This is an optimization exercise on Yosys and OpenROAD, whose aim is small area, a short achievable clock period and few clock cycles per item, not a production implementation. At most, simulation tests tie the RTL to the original design; equivalence was not proved.

==> v14 <==
==> flow/design.v <==
`default_nettype none
package skinny_data_pkg;
   typedef logic [127:0] block_t;
   typedef logic [7:0]   cell_t;
   typedef logic [5:0]   rc_t;
endpackage
`default_nettype wire
`default_nettype none
package skinny_ctrl_pkg;
   localparam int UNROLL = 1;
   localparam int CYCLES = 40 / 1;
endpackage
`default_nettype wire
`default_nettype none
module skinny_round_ctrl (
   input  wire logic clk,
   input  wire logic rst,
   input  wire logic start,
   input  wire logic last_round,
   output logic      busy,
   output logic      done
);
   always_ff @(posedge clk) begin
      if (rst) begin
         busy <= 1'b0;
         done <= 1'b0;
      end else begin
         busy <= busy ? !last_round : (!done && start);
         done <= busy && last_round;
      end
   end
endmodule
`default_nettype wire
`default_nettype none
module skinny_round_counter (
   input  wire logic                     clk,
   input  wire logic                     advance,
   output logic [6*1-1:0]   rcs,
   output logic                          last_round
);
   localparam int U = 1;
   function automatic logic [5:0] rc_step(input logic [5:0] rc);
      rc_step = {rc[4:0], rc[5] ^ rc[4] ^ 1'b1};
   endfunction
   function automatic logic [5:0] rc_after(input int n);
      logic [5:0] r;
      r = '0;
      for (int i = 0; i < n; i++) r = rc_step(r);
      rc_after = r;
   endfunction
   localparam logic [5:0] LAST_RC = rc_after(40 - U);
   logic [5:0] lfsr;
   logic [5:0] chain [U+1];
   always_comb begin
      chain[0] = lfsr;
      for (int j = 0; j < U; j++) begin
         chain[j+1]       = rc_step(chain[j]);
         rcs[6*j +: 6]    = chain[j+1];
      end
   end
   assign last_round = (lfsr == LAST_RC);
   always_ff @(posedge clk) begin
      if (!advance) lfsr <= '0;
      else          lfsr <= chain[U];
   end
endmodule
`default_nettype wire
`default_nettype none
module skinny_sbox_layer (
   input  wire logic [127:0] state_in,
   output logic [127:0]      state_out
);
   function automatic logic cfn(input logic x, input logic y, input logic z);
      cfn = ~(x | y) ^ z;
   endfunction
   function automatic logic [7:0] sbox8(input logic [7:0] si);
      logic [7:0] a;
      a[0] = cfn(si[7], si[6], si[4]);
      a[1] = cfn(si[3], si[2], si[0]);
      a[2] = cfn(si[2], si[1], si[6]);
      a[3] = cfn(a[0], a[1], si[5]);
      a[4] = cfn(a[1], si[3], si[1]);
      a[5] = cfn(a[2], a[3], si[7]);
      a[6] = cfn(a[3], a[0], si[3]);
      a[7] = cfn(a[4], a[5], si[2]);
      sbox8 = {a[3], a[0], a[1], a[6], a[4], a[2], a[5], a[7]};
   endfunction
   for (genvar i = 0; i < 16; i++) begin : g_cell
      assign state_out[i*8 +: 8] = sbox8(state_in[i*8 +: 8]);
   end
endmodule
`default_nettype wire
`default_nettype none
module skinny_round_datapath (
   input  wire logic [127:0] state_in,
   input  wire logic [383:0] tk,
   input  wire logic [5:0]   rc,
   output logic [127:0]      state_out
);
   logic [127:0] sb, atk, shr;
   logic [63:0]  tk_x;
   skinny_sbox_layer u_sbox (
      .state_in  (state_in),
      .state_out (sb)
   );
   assign tk_x = tk[383:320] ^ tk[255:192] ^ tk[127:64];
   assign atk = sb ^ {tk_x, 64'h0} ^
                {4'h0, rc[3:0], 24'h0, 6'h0, rc[5:4], 24'h0, 8'h02, 56'h0};
   assign shr[127:96] = atk[127:96];
   assign shr[95:64]  = {atk[71:64], atk[95:72]};
   assign shr[63:32]  = {atk[47:32], atk[63:48]};
   assign shr[31:0]   = {atk[23:0], atk[31:24]};
   assign state_out[127:96] = shr[127:96] ^ shr[63:32] ^ shr[31:0];
   assign state_out[95:64]  = shr[127:96];
   assign state_out[63:32]  = shr[95:64] ^ shr[63:32];
   assign state_out[31:0]   = shr[127:96] ^ shr[63:32];
endmodule
`default_nettype wire
`default_nettype none
module skinny_tweakey_schedule (
   input  wire logic [383:0] tk_in,
   output logic [383:0]      tk_out
);
   localparam logic [63:0] PERM = 64'h9F8DAECB01234567;
   function automatic logic [127:0] permute(input logic [127:0] ki);
      logic [127:0] ko;
      for (int p = 0; p < 16; p++) begin
         ko[127-p*8 -: 8] = ki[127-int'(PERM[63-p*4 -: 4])*8 -: 8];
      end
      permute = ko;
   endfunction
   logic [127:0] p1, p2, p3;
   always_comb begin
      p1 = permute(tk_in[383:256]);
      p2 = permute(tk_in[255:128]);
      p3 = permute(tk_in[127:0]);
      tk_out = {p1, p2, p3};
      for (int p = 0; p < 8; p++) begin
         tk_out[255-p*8 -: 8] = {p2[127-p*8-1 -: 7], p2[127-p*8] ^ p2[127-p*8-2]};
         tk_out[127-p*8 -: 8] = {p3[127-p*8-7] ^ p3[127-p*8-1], p3[127-p*8 -: 7]};
      end
   end
endmodule
`default_nettype wire
`timescale 1ns/10ps
`default_nettype none
module skinny_core (
   input  wire logic                     clk,
   input  wire logic                     rst,
   input  wire logic                     start,
   input  wire skinny_data_pkg::block_t  plaintext,
   input  wire logic [383:0]             tweakey,
   output logic                          busy,
   output logic                          done,
   output skinny_data_pkg::block_t       ciphertext
);
   localparam int U = 1;
   logic                last_round;
   logic [6*U-1:0]      rcs;
   logic [127:0]        state_q;
   logic [383:0]        tk_q;
   logic [127:0]        st [U+1];
   logic [383:0]        tk [U+1];
   skinny_round_ctrl u_ctrl (
      .clk        (clk),
      .rst        (rst),
      .start      (start),
      .last_round (last_round),
      .busy       (busy),
      .done       (done)
   );
   skinny_round_counter u_counter (
      .clk        (clk),
      .advance    (busy),
      .rcs        (rcs),
      .last_round (last_round)
   );
   assign st[0] = state_q;
   assign tk[0] = tk_q;
   for (genvar j = 0; j < U; j++) begin : g_round
      skinny_round_datapath u_round (
         .state_in  (st[j]),
         .tk        (tk[j]),
         .rc        (rcs[6*j +: 6]),
         .state_out (st[j+1])
      );
      skinny_tweakey_schedule u_sched (
         .tk_in  (tk[j]),
         .tk_out (tk[j+1])
      );
   end
   always_ff @(posedge clk) begin
      if (!busy) begin
         state_q <= plaintext;
         tk_q    <= tweakey;
      end else begin
         state_q <= st[U];
         tk_q    <= tk[U];
      end
   end
   assign ciphertext = state_q;
endmodule
`default_nettype wire
==> flow/run.sh <==
#!/bin/bash
# synth_recipe.tcl (not shown) runs the flow's synth.tcl, then flattens the netlist and writes it again
# the make line also repeats each setting of config.mk as NAME=value (left out here)
make -C /OpenROAD-flow-scripts/flow DESIGN_CONFIG=/design/flow/config.mk WORK_HOME=/design/flow/orfs CLKGATE_MAP_FILE= SYNTH_SCRIPT=/design/flow/synth_recipe.tcl finish
==> flow/config.mk <==
export PLATFORM = sky130hd
export DESIGN_NAME = skinny_core
export DESIGN_NICKNAME = skinny_core
export VERILOG_FILES = /design/flow/design.v
export SDC_FILE = /design/flow/constraint.sdc
export NUM_CORES = 4
export LEC_CHECK = 0
export CAP_MARGIN = 20
export CORE_MARGIN = 2
export CORE_UTILIZATION = 40
export SLEW_MARGIN = 20
==> flow/constraint.sdc <==
create_clock -name core_clock -period 4.5 [get_ports {clk}]
set_input_delay 0.9000 -clock core_clock [delete_from_list [all_inputs] [get_ports {clk}]]
set_output_delay 0.9000 -clock core_clock [all_outputs]
set_load 0.01 [all_outputs]
==> inputs of v2, as changes to v14 <==
==> flow/design.v, changed modules only <==
module skinny_round_ctrl (
   input  wire logic clk,
   input  wire logic rst,
   input  wire logic start,
   input  wire logic last_round,
   output logic      busy,
   output logic      done,
   output logic      run,
   output logic      idle,
   output logic      pol
);
   logic go;
   assign go = busy || (!done && start);
   always_ff @(posedge clk) begin
      if (rst) begin
         busy <= 1'b0;
         done <= 1'b0;
         run  <= 1'b0;
         idle <= 1'b1;
      end else begin
         busy <= busy ? !last_round : (!done && start);
         done <= busy && last_round;
         run  <= go;
         idle <= !go;
      end
   end
   always_ff @(posedge clk) begin
      pol <= idle || !pol;
   end
endmodule
module skinny_round_counter (
   input  wire logic                     clk,
   input  wire logic                     run,
   input  wire logic                     idle,
   output logic [6*1-1:0]   rcs,
   output logic                          last_round
);
   localparam int U = 1;
   function automatic logic [5:0] rc_step(input logic [5:0] rc);
      rc_step = {rc[4:0], rc[5] ^ rc[4] ^ 1'b1};
   endfunction
   function automatic logic [5:0] rc_after(input int n);
      logic [5:0] r;
      r = '0;
      for (int i = 0; i < n; i++) r = rc_step(r);
      rc_after = r;
   endfunction
   localparam logic [5:0] LAST_RC = rc_after(40 - U);
   logic [5:0] lfsr;
   logic [5:0] chain [U+1];
   always_comb begin
      chain[0] = lfsr;
      for (int j = 0; j < U; j++) begin
         chain[j+1]    = rc_step(chain[j]);
         rcs[6*j +: 6] = chain[j+1];
      end
   end
   assign last_round = (lfsr == LAST_RC);
   always_ff @(posedge clk) begin
      lfsr <= chain[U] & {6{run}} & {6{!idle}};
   end
endmodule
module skinny_round_datapath (
   input  wire logic [127:0] state_in,
   input  wire logic [63:0]  rtk,
   input  wire logic [5:0]   rc,
   output logic [127:0]      state_out
);
   logic [127:0] sb, atk, shr;
   logic [63:0]  tk_x;
   skinny_sbox_layer u_sbox (
      .state_in  (state_in),
      .state_out (sb)
   );
   assign tk_x = rtk;
   assign atk = sb ^ {tk_x, 64'h0} ^
                {4'h0, rc[3:0], 24'h0, 6'h0, rc[5:4], 24'h0, 8'h02, 56'h0};
   assign shr[127:96] = atk[127:96];
   assign shr[95:64]  = {atk[71:64], atk[95:72]};
   assign shr[63:32]  = {atk[47:32], atk[63:48]};
   assign shr[31:0]   = {atk[23:0], atk[31:24]};
   assign state_out[127:96] = shr[127:96] ^ shr[63:32] ^ shr[31:0];
   assign state_out[95:64]  = shr[127:96];
   assign state_out[63:32]  = shr[95:64] ^ shr[63:32];
   assign state_out[31:0]   = shr[127:96] ^ shr[63:32];
endmodule
module skinny_tweakey_schedule (
   input  wire logic                       pol,
   input  wire logic [127:0]               tk1_q,
   input  wire logic [127:0]               tk2_q,
   input  wire logic [127:0]               tk3_q,
   output logic [64*1-1:0]    rtk,      
   output logic [127:0]                    tk1_nxt,  
   output logic [127:0]                    tk2_nxt,  
   output logic [127:0]                    tk3_nxt
);
   localparam int U = 1;
   localparam logic [63:0] PERM = 64'h9F8DAECB01234567;
   function automatic logic [127:0] permute(input logic [127:0] ki);
      logic [127:0] ko;
      for (int p = 0; p < 16; p++) begin
         ko[127-p*8 -: 8] = ki[127-int'(PERM[63-p*4 -: 4])*8 -: 8];
      end
      permute = ko;
   endfunction
   function automatic logic [127:0] step2(input logic [127:0] x, input logic fix);
      logic [127:0] p;
      p = permute(x);
      step2 = p;
      for (int c = 0; c < 8; c++) begin
         step2[127-c*8 -: 8] = {p[126-c*8 -: 7], p[127-c*8] ^ p[125-c*8] ^ fix};
      end
   endfunction
   function automatic logic [127:0] step3(input logic [127:0] x);
      logic [127:0] p;
      p = permute(x);
      step3 = p;
      for (int c = 0; c < 8; c++) begin
         step3[127-c*8 -: 8] = {p[120-c*8] ^ p[126-c*8], p[127-c*8 -: 7]};
      end
   endfunction
   logic [127:0] t1 [U+1];
   logic [127:0] t2 [U+1];
   logic [127:0] t3 [U+1];
   always_comb begin
      t1[0] = tk1_q;
      t2[0] = tk2_q;
      t3[0] = tk3_q;
      for (int j = 0; j < U; j++) begin
         rtk[64*j +: 64] = t1[j][127:64] ^ t2[j][127:64] ^ t3[j][127:64];
         t1[j+1] = permute(t1[j]);
         t2[j+1] = step2(t2[j], pol);
         t3[j+1] = step3(t3[j]);
      end
   end
   assign tk1_nxt = t1[U];
   assign tk2_nxt = t2[U];
   assign tk3_nxt = t3[U];
endmodule
module skinny_core (
   input  wire logic                     clk,
   input  wire logic                     rst,
   input  wire logic                     start,
   input  wire skinny_data_pkg::block_t  plaintext,
   input  wire logic [383:0]             tweakey,
   output logic                          busy,
   output logic                          done,
   output skinny_data_pkg::block_t       ciphertext
);
   localparam int U = 1;
   logic                last_round;
   logic                run, idle, pol;
   logic [6*U-1:0]      rcs;
   logic [64*U-1:0]     rtk;
   logic [127:0]        state_q, tk1_q, tk2_q, tk3_q;
   logic [127:0]        tk1_nxt, tk2_nxt, tk3_nxt;
   logic [127:0]        st [U+1];
   skinny_round_ctrl u_ctrl (
      .clk        (clk),
      .rst        (rst),
      .start      (start),
      .last_round (last_round),
      .busy       (busy),
      .done       (done),
      .run        (run),
      .idle       (idle),
      .pol        (pol)
   );
   skinny_round_counter u_counter (
      .clk        (clk),
      .run        (run),
      .idle       (idle),
      .rcs        (rcs),
      .last_round (last_round)
   );
   skinny_tweakey_schedule u_sched (
      .pol     (pol),
      .tk1_q   (tk1_q),
      .tk2_q   (tk2_q),
      .tk3_q   (tk3_q),
      .rtk     (rtk),
      .tk1_nxt (tk1_nxt),
      .tk2_nxt (tk2_nxt),
      .tk3_nxt (tk3_nxt)
   );
   assign st[0] = state_q;
   for (genvar j = 0; j < U; j++) begin : g_round
      skinny_round_datapath u_round (
         .state_in  (st[j]),
         .rtk       (rtk[64*j +: 64]),
         .rc        (rcs[6*j +: 6]),
         .state_out (st[j+1])
      );
   end
   always_ff @(posedge clk) begin
      state_q <= (st[U]   & {128{run}}) | (plaintext        & {128{idle}});
      tk3_q   <= (tk3_nxt & {128{run}}) | (tweakey[127:0]   & {128{idle}});
      tk1_q   <= ~((tk1_nxt | {128{idle}}) & (tweakey[383:256] | {128{run}}));
      tk2_q   <= ~((tk2_nxt | {128{idle}}) & (tweakey[255:128] | {128{run}}));
   end
   assign ciphertext = state_q;
endmodule
==> flow/flow/run.sh (new file) <==
#!/bin/bash
set -euo pipefail
bash standard.sh "BUFFER_PORTS_ARGS=-buffer_cell sky130_fd_sc_hd__buf_1" finish > standard_flow.log 2>&1
==> flow/standard.sh (new file) <==
#!/bin/bash
# synth_recipe.tcl (not shown) runs the flow's synth.tcl, then flattens the netlist and writes it again
# the make line also repeats each setting of config.mk as NAME=value (left out here)
make -C /OpenROAD-flow-scripts/flow DESIGN_CONFIG=/design/flow/config.mk WORK_HOME=/design/flow/orfs CLKGATE_MAP_FILE= SYNTH_SCRIPT=/design/flow/synth_recipe.tcl "${@:-finish}"
CORE_UTILIZATION = 65   (was 40)
SETUP_SLACK_MARGIN = 2.2   (was unset)
removed: flow/run.sh
==> inputs of v32, as changes to v14 <==
--- a/flow/design.v
+++ b/flow/design.v
@@ -9,4 +9,4 @@
 package skinny_ctrl_pkg;
-   localparam int UNROLL = 1;
-   localparam int CYCLES = 40 / 1;
+   localparam int UNROLL = 2;
+   localparam int CYCLES = 40 / 2;
 endpackage
@@ -20,4 +20,9 @@
    output logic      busy,
-   output logic      done
-);
+   output logic      done,
+   output logic      run,
+   output logic      idle,
+   output logic      pol
+);
+   logic go;
+   assign go = busy || (!done && start);
    always_ff @(posedge clk) begin
@@ -26,2 +31,4 @@
          done <= 1'b0;
+         run  <= 1'b0;
+         idle <= 1'b1;
       end else begin
@@ -29,3 +36,8 @@
          done <= busy && last_round;
-      end
+         run  <= go;
+         idle <= !go;
+      end
+   end
+   always_ff @(posedge clk) begin
+      pol <= idle || !pol;
    end
@@ -36,7 +48,8 @@
    input  wire logic                     clk,
-   input  wire logic                     advance,
-   output logic [6*1-1:0]   rcs,
+   input  wire logic                     run,
+   input  wire logic                     idle,
+   output logic [6*2-1:0]   rcs,
    output logic                          last_round
 );
-   localparam int U = 1;
+   localparam int U = 2;
    function automatic logic [5:0] rc_step(input logic [5:0] rc);
@@ -56,4 +69,4 @@
       for (int j = 0; j < U; j++) begin
-         chain[j+1]       = rc_step(chain[j]);
-         rcs[6*j +: 6]    = chain[j+1];
+         chain[j+1]    = rc_step(chain[j]);
+         rcs[6*j +: 6] = chain[j+1];
       end
@@ -62,4 +75,3 @@
    always_ff @(posedge clk) begin
-      if (!advance) lfsr <= '0;
-      else          lfsr <= chain[U];
+      lfsr <= chain[U] & {6{run}} & {6{!idle}};
    end
@@ -95,3 +107,3 @@
    input  wire logic [127:0] state_in,
-   input  wire logic [383:0] tk,
+   input  wire logic [63:0]  rtk,
    input  wire logic [5:0]   rc,
@@ -105,3 +117,3 @@
    );
-   assign tk_x = tk[383:320] ^ tk[255:192] ^ tk[127:64];
+   assign tk_x = rtk;
    assign atk = sb ^ {tk_x, 64'h0} ^
@@ -120,5 +132,12 @@
 module skinny_tweakey_schedule (
-   input  wire logic [383:0] tk_in,
-   output logic [383:0]      tk_out
-);
+   input  wire logic                       pol,
+   input  wire logic [127:0]               tk1_q,
+   input  wire logic [127:0]               tk2_q,
+   input  wire logic [127:0]               tk3_q,
+   output logic [64*2-1:0]    rtk,      
+   output logic [127:0]                    tk1_nxt,  
+   output logic [127:0]                    tk2_nxt,  
+   output logic [127:0]                    tk3_nxt
+);
+   localparam int U = 2;
    localparam logic [63:0] PERM = 64'h9F8DAECB01234567;
@@ -131,13 +150,35 @@
    endfunction
-   logic [127:0] p1, p2, p3;
+   function automatic logic [127:0] step2(input logic [127:0] x, input logic fix);
+      logic [127:0] p;
+      p = permute(x);
+      step2 = p;
+      for (int c = 0; c < 8; c++) begin
+         step2[127-c*8 -: 8] = {p[126-c*8 -: 7], p[127-c*8] ^ p[125-c*8] ^ fix};
+      end
+   endfunction
+   function automatic logic [127:0] step3(input logic [127:0] x);
+      logic [127:0] p;
+      p = permute(x);
+      step3 = p;
+      for (int c = 0; c < 8; c++) begin
+         step3[127-c*8 -: 8] = {p[120-c*8] ^ p[126-c*8], p[127-c*8 -: 7]};
+      end
+   endfunction
+   logic [127:0] t1 [U+1];
+   logic [127:0] t2 [U+1];
+   logic [127:0] t3 [U+1];
    always_comb begin
-      p1 = permute(tk_in[383:256]);
-      p2 = permute(tk_in[255:128]);
-      p3 = permute(tk_in[127:0]);
-      tk_out = {p1, p2, p3};
-      for (int p = 0; p < 8; p++) begin
-         tk_out[255-p*8 -: 8] = {p2[127-p*8-1 -: 7], p2[127-p*8] ^ p2[127-p*8-2]};
-         tk_out[127-p*8 -: 8] = {p3[127-p*8-7] ^ p3[127-p*8-1], p3[127-p*8 -: 7]};
-      end
-   end
+      t1[0] = tk1_q;
+      t2[0] = tk2_q;
+      t3[0] = tk3_q;
+      for (int j = 0; j < U; j++) begin
+         rtk[64*j +: 64] = t1[j][127:64] ^ t2[j][127:64] ^ t3[j][127:64];
+         t1[j+1] = permute(t1[j]);
+         t2[j+1] = step2(t2[j], pol);
+         t3[j+1] = step3(t3[j]);
+      end
+   end
+   assign tk1_nxt = t1[U];
+   assign tk2_nxt = t2[U];
+   assign tk3_nxt = t3[U];
 endmodule
@@ -156,9 +197,10 @@
 );
-   localparam int U = 1;
+   localparam int U = 2;
    logic                last_round;
+   logic                run, idle, pol;
    logic [6*U-1:0]      rcs;
-   logic [127:0]        state_q;
-   logic [383:0]        tk_q;
+   logic [64*U-1:0]     rtk;
+   logic [127:0]        state_q, tk1_q, tk2_q, tk3_q;
+   logic [127:0]        tk1_nxt, tk2_nxt, tk3_nxt;
    logic [127:0]        st [U+1];
-   logic [383:0]        tk [U+1];
    skinny_round_ctrl u_ctrl (
@@ -169,3 +211,6 @@
       .busy       (busy),
-      .done       (done)
+      .done       (done),
+      .run        (run),
+      .idle       (idle),
+      .pol        (pol)
    );
@@ -173,3 +218,4 @@
       .clk        (clk),
-      .advance    (busy),
+      .run        (run),
+      .idle       (idle),
       .rcs        (rcs),
@@ -177,4 +223,13 @@
    );
+   skinny_tweakey_schedule u_sched (
+      .pol     (pol),
+      .tk1_q   (tk1_q),
+      .tk2_q   (tk2_q),
+      .tk3_q   (tk3_q),
+      .rtk     (rtk),
+      .tk1_nxt (tk1_nxt),
+      .tk2_nxt (tk2_nxt),
+      .tk3_nxt (tk3_nxt)
+   );
    assign st[0] = state_q;
-   assign tk[0] = tk_q;
    for (genvar j = 0; j < U; j++) begin : g_round
@@ -182,3 +237,3 @@
          .state_in  (st[j]),
-         .tk        (tk[j]),
+         .rtk       (rtk[64*j +: 64]),
          .rc        (rcs[6*j +: 6]),
@@ -186,15 +241,8 @@
       );
-      skinny_tweakey_schedule u_sched (
-         .tk_in  (tk[j]),
-         .tk_out (tk[j+1])
-      );
-   end
-   always_ff @(posedge clk) begin
-      if (!busy) begin
-         state_q <= plaintext;
-         tk_q    <= tweakey;
-      end else begin
-         state_q <= st[U];
-         tk_q    <= tk[U];
-      end
+   end
+   always_ff @(posedge clk) begin
+      state_q <= (st[U]   & {128{run}}) | (plaintext        & {128{idle}});
+      tk3_q   <= (tk3_nxt & {128{run}}) | (tweakey[127:0]   & {128{idle}});
+      tk1_q   <= ~((tk1_nxt | {128{idle}}) & (tweakey[383:256] | {128{run}}));
+      tk2_q   <= ~((tk2_nxt | {128{idle}}) & (tweakey[255:128] | {128{run}}));
    end
==> flow/flow/run.sh (new file) <==
#!/bin/bash
set -euo pipefail
bash standard.sh "BUFFER_PORTS_ARGS=-buffer_cell sky130_fd_sc_hd__buf_1" finish > standard_flow.log 2>&1
==> flow/standard.sh (new file) <==
#!/bin/bash
# synth_recipe.tcl (not shown) runs the flow's synth.tcl, then flattens the netlist and writes it again
# the make line also repeats each setting of config.mk as NAME=value (left out here)
make -C /OpenROAD-flow-scripts/flow DESIGN_CONFIG=/design/flow/config.mk WORK_HOME=/design/flow/orfs CLKGATE_MAP_FILE= SYNTH_SCRIPT=/design/flow/synth_recipe.tcl "${@:-finish}"
SETUP_SLACK_MARGIN = 1.3   (was unset)
removed: flow/run.sh
==> inputs of v36, as changes to v14 <==
==> flow/flow/run.sh (new file) <==
#!/bin/bash
set -euo pipefail
bash standard.sh "BUFFER_PORTS_ARGS=-buffer_cell sky130_fd_sc_hd__buf_1" finish > standard_flow.log 2>&1
==> flow/standard.sh (new file) <==
#!/bin/bash
# synth_recipe.tcl (not shown) runs the flow's synth.tcl, then flattens the netlist and writes it again
# the make line also repeats each setting of config.mk as NAME=value (left out here)
make -C /OpenROAD-flow-scripts/flow DESIGN_CONFIG=/design/flow/config.mk WORK_HOME=/design/flow/orfs CLKGATE_MAP_FILE= SYNTH_SCRIPT=/design/flow/synth_recipe.tcl "${@:-finish}"
removed: flow/run.sh
==> results.txt <==
In v32 the die area is larger than in v36, by about 23%. Between v32 and v14, the lower cell area is in v14 (gap about 26%, measured against v14). The lowest utilization belongs to v36, the highest to v32. In flip-flop and latch count, v14 and v36 do not differ. v32 ran to the end with no violations. v2 did not get past 3_2_place_iop. v14 finished clean. v36 finished with timing, DRC and antenna clean. Of v14 and v36, v36 has the higher worst setup slack (gap 100 ps). Non-clock buffer count: v14 < v36 < v32.
==> figures <==
item	v36	v14	v32	v2
Result of the run	complete, no violations	complete, no violations	complete, no violations	stopped before the end
Failing step	-	-	-	3_2_place_iop
Most repeated cell in the gate-level netlist after synthesis	sky130_fd_sc_hd__dfxtp_1	sky130_fd_sc_hd__dfxtp_1	sky130_fd_sc_hd__xnor2_1	sky130_fd_sc_hd__dfxtp_1
Number of buffers added to fix hold violations after cts	0	0	0	-
Initial standard-cell utilization of the core	40.4%	40.4%	40.5%	65.8%
Crit path to	state_q[96]$_DFF_P_	busy	state_q[103]$_DFF_P_	-
Area of the multi-input gates	11000 sq um	11000 sq um	19400 sq um	-
Achievable clock frequency	0.345 GHz	0.334 GHz	0.238 GHz	-
Routability cong.	0.956	0.939	1.03	-
FF/Latch Area	10400 sq um	10400 sq um	10600 sq um	-
Post-Syn Nets	2335	2335	3233	2422
Yosys top cell area share	48.0%	48.0%	39.2%	52.2%
Average wire per standard cell	26.4 um	27.7 um	28.4 um	-
Largest cell class by area	multi-input gates	multi-input gates	multi-input gates	-
Source of the worst register-to-register timing path	state_q[50]$_DFF_P_	state_q[39]$_DFF_P_	tk2_q[98]$_DFF_P_	-
Layout sequential cell count	520	520	523	-
Testbench counts of v2, summed over its fixed seeds: cycles 16,120, items 384.
The RTL of v14, v32 and v36 was laid out without a check of its function.

[port drivers added, routing unchanged]
How much do the figures lean on ideal ports? The routed layouts below were timed once more, with nothing changed but the port constraints.
Step 1 (the two cells are an assumption about what drives the block):
set clk [get_ports {clk}]
set_driving_cell -lib_cell sky130_fd_sc_hd__clkbuf_16 $clk
set_driving_cell -lib_cell sky130_fd_sc_hd__buf_2 [delete_from_list [all_inputs] $clk]
Step 2, shift: input delay + t, output delay - t, t = (earliest + latest rising clock arrival at the registers) / 2. This alone moves slack from input paths to output paths.
Slacks: no drivers / after step 1 / after step 2; pairs: no drivers / after step 1.
run | t (ns) | slack for setup (ns) | worst hold slack (ns)
v14 | 0.681 | 1.506 / 1.442 / 1.637 | 0.453 / 0.453 / 0.453
v32 | 0.678 | 0.305 / 0.305 / 0.305 | 0.438 / 0.402 / 0.450
v36 | 0.667 | 1.606 / 1.606 / 1.606 | 0.449 / 0.449 / 0.449
After both steps every run listed still meets setup and hold.
